Source: an optimization exercise on an open RTL-to-GDS flow (aim: small area, a short achievable clock period and few clock cycles). Production flows keep margins and buffers that such runs may drop.
In this exercise RTL edits were held to simulation tests only and were not proved equivalent to the original.

## run A
## muldiv_sequencer
module muldiv_sequencer #(
  parameter int XLEN = 32
) (
  input  logic            clk,
  input  logic            rst,
  input  logic            start,
  input  logic [2:0]      funct3,
  input  logic [XLEN-1:0] rs1_val,
  input  logic [XLEN-1:0] rs2_val,
  input  logic            flush,
  output logic            stall,
  output logic            busy,
  output logic            done,
  output logic [XLEN-1:0] result
);
  logic        st_mul, st_div;             
  logic [3:0]  cnt;                        
  logic        last;                       
  logic        a_sgn;                      
  logic        b_sgn;                      
  logic        bprev;                      
  logic        x_s, x_ns, x_r, use_c, inv;  
  logic [31:0] r1;
  logic [31:0] r3;
  logic        qinv;                       
  logic [32:0] s, c;
  logic        mcy;
  logic accept;
  assign accept = start & ~flush & ~busy;
  assign stall  = busy | (start & ~flush);
  logic        is_div, f_sgn, dbz, sa, sb, lt, invq;
  logic [31:0] mag_a, mag_b, inv_a, inv_b;
  logic [5:0]  lza, lzb;
  logic [6:0]  sdiff;
  logic [4:0]  nit;
  logic [63:0] norm;
  assign is_div = funct3[2];
  assign f_sgn  = ~funct3[0];
  assign dbz    = (rs2_val == 32'd0);
  assign sa     = f_sgn & rs1_val[31];
  assign sb     = f_sgn & rs2_val[31];
  assign inv_a  = rs1_val ^ {32{sa}};
  assign inv_b  = rs2_val ^ {32{sb}};
  assign mag_a  = inv_a + {31'd0, sa};
  assign mag_b  = inv_b + {31'd0, sb};
  assign invq   = f_sgn & ~funct3[1] & (rs1_val[31] ^ rs2_val[31]);
  function automatic logic [5:0] lzc32(input logic [31:0] v);
    logic [15:0] v1; logic [1:0] c1 [16];
    logic [7:0]  v2; logic [2:0] c2 [8];
    logic [3:0]  v3; logic [3:0] c3 [4];
    logic [1:0]  v4; logic [4:0] c4 [2];
    for (int i = 0; i < 16; i++) begin
      v1[i] = v[2*i+1] | v[2*i];
      c1[i] = v[2*i+1] ? 2'd0 : (v[2*i] ? 2'd1 : 2'd2);
    end
    for (int i = 0; i < 8; i++) begin
  ...
Size in the first run: roughly 4,300 cells after synthesis, roughly 150 flip-flops, roughly 110 I/O pins.
clock: 11.0 ns
lec_check: 0
cap_margin: 20
core_margin: 2
core_utilization: 55
setup_slack_margin: 5
slew_margin: 20
tns_end_percent: 50
run.sh (not shown) runs the stock make flow with config.mk's settings and CLKGATE_MAP_FILE= SYNTH_SCRIPT=/design/flow/synth_recipe.tcl, a recipe that flattens the netlist after the stock synthesis.
Testbench counts of run A, summed over its fixed seeds: cycles 15,340.
## Diff of input files: run B against run A
Settings: a deleted TNS_END_PERCENT that had been 50; a change of CORE_UTILIZATION from 55 to 40.
[summary]
The final layout from run B, which completed every stage, passed the timing, design-rule and antenna checks at the end of the flow. Between run A and run B, the difference in area fraction in and, or, nand and nor cells after synthesis is negligible. Across both runs, worst slew margin relative to its limit was lower for run B than for run A. Run B reports a higher critical path depth than run A does. The lower area added between synthesis and finish of run A and run B is in run A. Total met2 wirelength after detailed routing in run B is about 8% higher than in run A. Run A has lower initial antenna violation count than run B. Total global-route track usage for run B is lower than for run A. The setup slack of run B is larger than that of run A. Summary — count of vias placed by the detailed router, run B relative to run A: higher, by 0.37%.
diff inputs: run B => run C
Settings: CORE_UTILIZATION changed from 40 to 55; SETUP_SLACK_MARGIN changed from 5 to 3.
--- outcome ---
- Between run C and run B, it is run C whose count of antenna diodes in the layout is lower, by 2.
- Compared to run B, the router laid down less metal wire for run C.
- [compare] base=run B new=run C: global-route wire length before repair went down by about 14%, worst slew margin relative to its limit up 14 points, setup slack has decreased, well-tap cell count now smaller.
- Between run B and run C, the average vias per placed instance is higher for run C.
- Where minimum clock period is concerned, run B is better than run C.
- Of run B and run C, the lower multi-input gate share of the layout cell area belongs to run B.
- Delta (run C minus run B): cell area after layout -15%.

* * *

job 9142:
Another version of the RTL of muldiv_sequencer (not shown whole).
For scale: roughly 4,000 cells after synthesis, ~180 flip-flops, about 110 I/O pins, roughly 0.033 sq mm of cells after synthesis.
Settings: LEC_CHECK=0, CAP_MARGIN=20, CORE_MARGIN=2, CORE_UTILIZATION=45, SETUP_SLACK_MARGIN=3.8, SLEW_MARGIN=20, TNS_END_PERCENT=20; clock period 11.0 ns.
In summary, job 9142 completed successfully, with a layout that passed the timing, design-rule and antenna checks.
Testbench counts of job 9142, summed over its fixed seeds: cycles 12,894.
Inputs modified between job 9142 and job 4379:
Settings: a change of SETUP_SLACK_MARGIN from 3.8 to 4.3.
### Flow results
Job 4379 vs job 9142: placement-stage worst setup slack down
Number of nets in the final layout is higher on job 4379
Measured against job 4379, the post-route cell area of job 9142 comes out at 0.933 times the reference value.
On flip-flop and latch share of the layout cell area: job 4379 sits below job 9142.
Master of the slowest instance on the critical path = sky130_fd_sc_hd__fa_1: job 9142; master of the slowest instance on the critical path = sky130_fd_sc_hd__fa_2: job 4379
Vias: job 4379 above job 9142
Looking at worst hold slack across both flows, job 4379 is the stronger of the two, with job 9142 trailing.
Going from job 9142 to job 4379, non-clock buffer count grew by more than half.
Here is what was changed in the inputs of job 2550 compared with job 4379.
Settings: TNS_END_PERCENT: 20 -> 50; SETUP_SLACK_MARGIN: 4.3 -> 4.0; CORE_UTILIZATION: 45 -> 50.
==> comparison <==
Diff job 4379 -> job 2550: proportion of cell area occupied by registers increased 0.55 points; least setup slack across all paths after layout decreased 0.096 ns; via count of the first global-routing pass decreased 1.2%; global routing usage on met2 increased 8.9 points; largest net degree at the start of global routing increased about 60%.
Total of cells resized after clock tree synthesis: job 2550 vs job 4379 down 145
Diff job 4379 -> job 2550: post-CTS setup repair buffer count went down by about 55%.
Looking at antenna diode count, job 2550 sits below job 4379.

* * *

yarrow:
muldiv_sequencer again, from the RTL that the note above started with.
Settings: LEC_CHECK=0, CAP_MARGIN=20, CORE_MARGIN=2, CORE_UTILIZATION=45, SETUP_SLACK_MARGIN=4.3, SLEW_MARGIN=20, TNS_END_PERCENT=50; clock period 11.0 ns.
yarrow completed end to end with timing, DRC and antenna clean.
Testbench counts of yarrow, summed over its fixed seeds: cycles 12,894.
--- input diff yarrow..fjord ---
- changing SETUP_SLACK_MARGIN from 4.3 to 3.3
Notes after the runs:
The flow did not stop early for fjord: all stages ran, and the layout cleared the timing, design-rule and antenna checks. The core of fjord is less densely filled than that of yarrow. When the final numbers for fjord and yarrow were put side by side, the final period utilization turned out to be smaller in yarrow. The final reports for fjord and yarrow show clock period minus worst slack higher in the former.
## Diff of input files: quartz against fjord
- SETUP_SLACK_MARGIN: 3.3 -> 5
[summary]
- As far as synthesized cell count goes, quartz and fjord are indistinguishable; the numbers are identical.
- Delta (quartz minus fjord): fraction of area in registers went down 1.9 points.
- quartz finished every step from synthesis to the final layout, and the layout passed the timing, design-rule and antenna checks.
- Density: quartz denser than fjord
- fjord -> quartz: number of stages on the worst setup path delta 0, exact match
- Routed wire length of quartz exceeds that of fjord by more than 10%.
Modified inputs, amber compared to quartz
- swapping 5 for 3.8 in SETUP_SLACK_MARGIN
Findings:
On count of multi-input combinational gates, quartz and amber are basically level.
Worst endpoint data arrival time in amber is 490 ps above quartz.
| total global-route track usage | lower: amber |
[compare] base=quartz new=amber: clock slew seen by the registers of the worst setup and hold paths shows no meaningful change; post-route minimum period rose 360 ps.
> inputs changed (amber -> lagoon)
- CORE_UTILIZATION: 45 -> 50
### Flow results
Both conditions hold for lagoon: the flow ran to the end and the final layout passed the timing, design-rule and antenna checks. Per the final summary, amber finished and its layout is clean on timing, DRC and antenna. Clock network contribution to total cell area: lagoon vs amber — no meaningful difference. Delta (lagoon minus amber): setup fix buffers added after clock tree synthesis fell by 26, final instance area fell by 2.2%, final period demand of the worst path rose by 36 ps. Diff amber -> lagoon: overall global routing resource usage went up, filler-free cell count of the finished design moved down, number of buffers outside the clock class in the layout now sits lower. lagoon has hold slack below what amber had.
Setup changes, lagoon to juniper
- CORE_UTILIZATION changed from 50 to 55
Findings:
Cell type of the slowest stage on the worst timing path: fa_2 -> lagoon, a221oi_1 -> juniper. For the number of ordinary and repair buffers in the finished layout, juniper came in about 7% higher than lagoon did. Between juniper and lagoon, largest fanout on the critical path is higher for lagoon, juniper comes in under that. Post-detailed-routing wire length: juniper higher than lagoon.

## static timing again, ports no longer ideal
Ports are ideal in the flow. The routed layouts listed here were re-timed in OpenROAD.
Step 1 (the two cells are an assumption about what drives the block):
set clk [get_ports {clk}]
set_driving_cell -lib_cell sky130_fd_sc_hd__clkbuf_16 $clk
set_driving_cell -lib_cell sky130_fd_sc_hd__buf_2 [delete_from_list [all_inputs] $clk]
Step 2 times the ports against the registers' clock, not the clock port: input delays grow and output delays shrink by t, the midpoint of the rising clock arrivals with the driver on.
Slacks: no drivers / after step 1 / after step 2; pairs: no drivers / after step 1.
| run | shift t [ns] | setup WS [ns] | worst hold slack (ns) | worst setup path at the end |
|---|---|---|---|---|
| run A | 0.577 | 4.172 / 4.223 / 3.646 | 0.540 / 0.540 / 0.540 | input to register |
| run B | 0.572 | 4.287 / 4.309 / 3.737 | 0.550 / 0.550 / 0.550 | input to register |
| run C | 0.524 | 3.053 / 3.094 / 2.571 | 0.516 / 0.516 / 0.516 | input to register |
| job 9142 | 0.567 | 3.766 / 3.805 / 3.239 | 0.510 / 0.510 / 0.510 | input to register |
| job 4379 | 0.550 | 4.100 / 4.113 / 3.563 | 0.513 / 0.513 / 0.513 | input to register |
| job 2550 | 0.570 | 4.004 / 3.996 / 3.474 | 0.526 / 0.526 / 0.526 | input to register |
| yarrow | 0.565 | 4.136 / 4.156 / 3.591 | 0.490 / 0.490 / 0.490 | input to register |
| fjord | 0.560 | 3.324 / 3.364 / 2.804 | 0.496 / 0.496 / 0.496 | input to register |
| quartz | 0.560 | 4.192 / 4.197 / 3.636 | 0.495 / 0.495 / 0.495 | input to register |
| amber | 0.564 | 3.829 / 3.880 / 3.316 | 0.510 / 0.510 / 0.510 | input to register |
| lagoon | 0.556 | 3.793 / 3.835 / 3.279 | 0.491 / 0.491 / 0.491 | input to register |
| juniper | 0.569 | 3.729 / 3.752 / 3.183 | 0.497 / 0.497 / 0.497 | input to register |
After both steps every run listed still meets setup and hold. The setup slack of quartz, which loses most, moves by +0.005 ns with the drivers and by -0.556 ns with both steps.
